Source: an optimization exercise on an open RTL-to-GDS flow (aim: small area, a short achievable clock period and few clock cycles per item). Production flows keep margins and buffers that such runs may drop.
The RTL was checked by simulation tests, not by an equivalence proof against the original design.
Power and IR drop assume default switching activity.

delta:
Design order_book_table_engine_unit, start of the top module:
module order_book_table_engine_unit #(
  parameter int CAPACITY = 32
) (
  input  wire logic          clk,
  input  wire logic          rst_n,
  input  wire logic          in_valid,
  output logic               in_stall,
  input  wire logic [2:0]    in_kind,
  input  wire logic [31:0]   in_order_id,
  input  wire logic          in_side,
  input  wire logic [30:0]   in_quantity,
  input  wire logic [31:0]   in_price,
  output logic               out_valid,
  input  wire logic          out_stall,
  output logic [2:0]         out_status,
  output logic [31:0]        out_id,
  output logic               out_side,
  output logic signed [31:0] out_quantity,
  output logic [31:0]        out_price,
  output logic               out_last
);
  localparam int N  = 32;
  localparam int AW = 5;
  logic [N-1:0]      vld;           
  logic [N-1:0]      shd;           
  logic [N*AW-1:0]   prv;           
  logic [N*AW-1:0]   dpn;           
  logic [AW-1:0]     head;          
  logic [5:0]        cnt;           
  logic [N-1:0]      fre;           
  logic [N*32-1:0]   tid;
  ...
==> flow/config.mk <==
export PLATFORM = sky130hd
export DESIGN_NAME = order_book_table_engine_unit
export DESIGN_NICKNAME = order_book_table_engine_unit
export VERILOG_FILES = /design/flow/design.v
export SDC_FILE = /design/flow/constraint.sdc
export NUM_CORES = 4
export LEC_CHECK = 0
export CAP_MARGIN = 30
export CORE_MARGIN = 2
export CORE_UTILIZATION = 40
export CTS_BUF_LIST = sky130_fd_sc_hd__clkbuf_16
export CTS_CLUSTER_DIAMETER = 80
export CTS_CLUSTER_SIZE = 25
export SETUP_SLACK_MARGIN = 5
export SLEW_MARGIN = 30
export SYNTH_MEMORY_MAX_BITS = 8192
==> flow/constraint.sdc <==
create_clock -name core_clock -period 10.0 [get_ports {clk}]
set_input_delay 2.0000 -clock core_clock [delete_from_list [all_inputs] [get_ports {clk}]]
set_output_delay 2.0000 -clock core_clock [all_outputs]
set_load 0.01 [all_outputs]
run.sh (not shown) runs the stock make flow with config.mk's settings and CLKGATE_MAP_FILE= SYNTH_SCRIPT=/design/flow/synth_recipe.tcl, a recipe that flattens the netlist after the stock synthesis.
Testbench counts of delta, summed over its fixed seeds: cycles 6,938, items 4,000.
Inputs modified between delta and alpha:
Settings: SETUP_SLACK_MARGIN changed from 5 to 6.
==> flow/flow/run.sh (new file) <==
#!/bin/bash
set -euo pipefail
sed -i '/^export SETUP_SLACK_MARGIN/d' config.mk
echo 'export SETUP_SLACK_MARGIN = 6' >> config.mk
bash standard.sh > standard.log 2>&1
==> flow/standard.sh (new file) <==
#!/bin/bash
# synth_recipe.tcl (not shown) runs the flow's synth.tcl, then flattens the netlist and writes it again
# the make line also repeats each setting of config.mk as NAME=value (left out here)
make -C /OpenROAD-flow-scripts/flow DESIGN_CONFIG=/design/flow/config.mk WORK_HOME=/design/flow/orfs CLKGATE_MAP_FILE= SYNTH_SCRIPT=/design/flow/synth_recipe.tcl "${@:-finish}"
removed: flow/run.sh
==> comparison <==
- Looking only at buffering overhead, and setting everything else aside, the higher value of alpha and delta goes to alpha.
- Portion of total power attributed to the clock network: alpha < delta
- Looking at alpha and delta, the count of input and output buffers is a wash.

* * *

== run A ==
Another version of the RTL of order_book_table_engine_unit (not shown whole).
Size: ~11000 cells after synthesis, ~4000 flip-flops, roughly 210 I/O pins, about 170000 µm² of cells after synthesis.
==> flow/config.mk <==
export PLATFORM = sky130hd
export DESIGN_NAME = order_book_table_engine_unit
export DESIGN_NICKNAME = order_book_table_engine_unit
export VERILOG_FILES = /design/flow/design.v
export SDC_FILE = /design/flow/constraint.sdc
export NUM_CORES = 4
export LEC_CHECK = 0
export CAP_MARGIN = 25
export CORE_MARGIN = 2
export CORE_UTILIZATION = 40
export CTS_BUF_LIST = sky130_fd_sc_hd__clkbuf_16
export CTS_CLUSTER_DIAMETER = 70
export CTS_CLUSTER_SIZE = 20
export SLEW_MARGIN = 25
export SYNTH_MEMORY_MAX_BITS = 8192
export SETUP_SLACK_MARGIN = 6.3
==> flow/constraint.sdc <==
create_clock -name core_clock -period 10.0 [get_ports {clk}]
set_input_delay 2.0000 -clock core_clock [delete_from_list [all_inputs] [get_ports {clk}]]
set_output_delay 2.0000 -clock core_clock [all_outputs]
set_load 0.01 [all_outputs]
standard.sh (not shown) runs the stock make flow with config.mk's settings and CLKGATE_MAP_FILE= SYNTH_SCRIPT=/design/flow/synth_recipe.tcl, a recipe that flattens the netlist after the stock synthesis.
==> flow/flow/run.sh <==
#!/bin/bash
set -euo pipefail
sed -i '/^export SETUP_SLACK_MARGIN/d' config.mk
echo 'export SETUP_SLACK_MARGIN = 6.3' >> config.mk
bash standard.sh > standard.log 2>&1
Run A: flow completed, timing, DRC and antenna clean
Testbench counts of run A, summed over its fixed seeds: cycles 6,946, items 4,000.
diff inputs: run A => run B
==> flow/run.sh (new file) <==
#!/bin/bash
# synth_recipe.tcl (not shown) runs the flow's synth.tcl, then flattens the netlist and writes it again
# the make line also repeats each setting of config.mk as NAME=value (left out here)
make -C /OpenROAD-flow-scripts/flow DESIGN_CONFIG=/design/flow/config.mk WORK_HOME=/design/flow/orfs CLKGATE_MAP_FILE= SYNTH_SCRIPT=/design/flow/synth_recipe.tcl finish
diff --git a/flow/config.mk b/flow/config.mk
--- a/flow/config.mk
+++ b/flow/config.mk
@@ -8 +8 @@
-export CAP_MARGIN = 25
+export CAP_MARGIN = 30
@@ -12,3 +12,4 @@
-export CTS_CLUSTER_DIAMETER = 70
-export CTS_CLUSTER_SIZE = 20
-export SLEW_MARGIN = 25
+export CTS_CLUSTER_DIAMETER = 80
+export CTS_CLUSTER_SIZE = 25
+export SETUP_SLACK_MARGIN = 5
+export SLEW_MARGIN = 30
@@ -16 +16,0 @@
-export SETUP_SLACK_MARGIN = 6.3
removed: flow/flow/run.sh
removed: flow/standard.sh
- On post-route core utilization: between run B and run A, it ends up lower for run B.
- Re count of clock-buffer cells in the layout: run B is 90 down on run A.
- | global-route usage | lower: run B |
- Relative to run A, the total design power measured on run B has decreased by more than 10%.
- Final worst-path setup slack ends up higher on run A.
- Looking at part of the cycle the worst path needs, run B sits above run A.
- Run A -> run B: power density over the cells decreased by a few percent
- Run B: fraction of area in multi-input gates 0.17 points below run A
- Re width of the die: no difference whatsoever between run B and run A.

-- port drivers added, routing unchanged --
No port has a modelled driver above. Below, the same layouts with a new extraction and two added sets of constraints.
Step 1 assumes that a clkbuf_16 drives the clock port and a buf_2 every other input.
Step 2, shift: input delay + t, output delay - t, t = (earliest + latest rising clock arrival at the registers) / 2. This alone moves slack from input paths to output paths.
Three values: ideal, step 1, step 2; two values: the first two.
run | shift t [ns] | setup slack, ns | hold slack, ns | clock arrival spread, ns | slew at the worst register clock pin (ns)
delta | 1.137 | 4.621 / 4.621 / 3.555 | 0.528 / 0.528 / 0.528 | 0.079 / 0.080 | 0.12 / 0.12
alpha | 1.132 | 4.601 / 4.601 / 3.853 | 0.474 / 0.474 / 0.474 | 0.120 / 0.119 | 0.11 / 0.11
run A | 1.083 | 5.230 / 5.317 / 4.234 | 0.413 / 0.413 / 0.413 | 0.089 / 0.089 | 0.10 / 0.10
run B | 1.137 | 4.720 / 4.807 / 3.670 | 0.450 / 0.450 / 0.450 | 0.120 / 0.120 | 0.12 / 0.12
After both steps every run listed still meets setup and hold. For delta, which loses most, drivers alone change the setup slack by 0.000 ns; drivers and shift together by -1.066 ns.
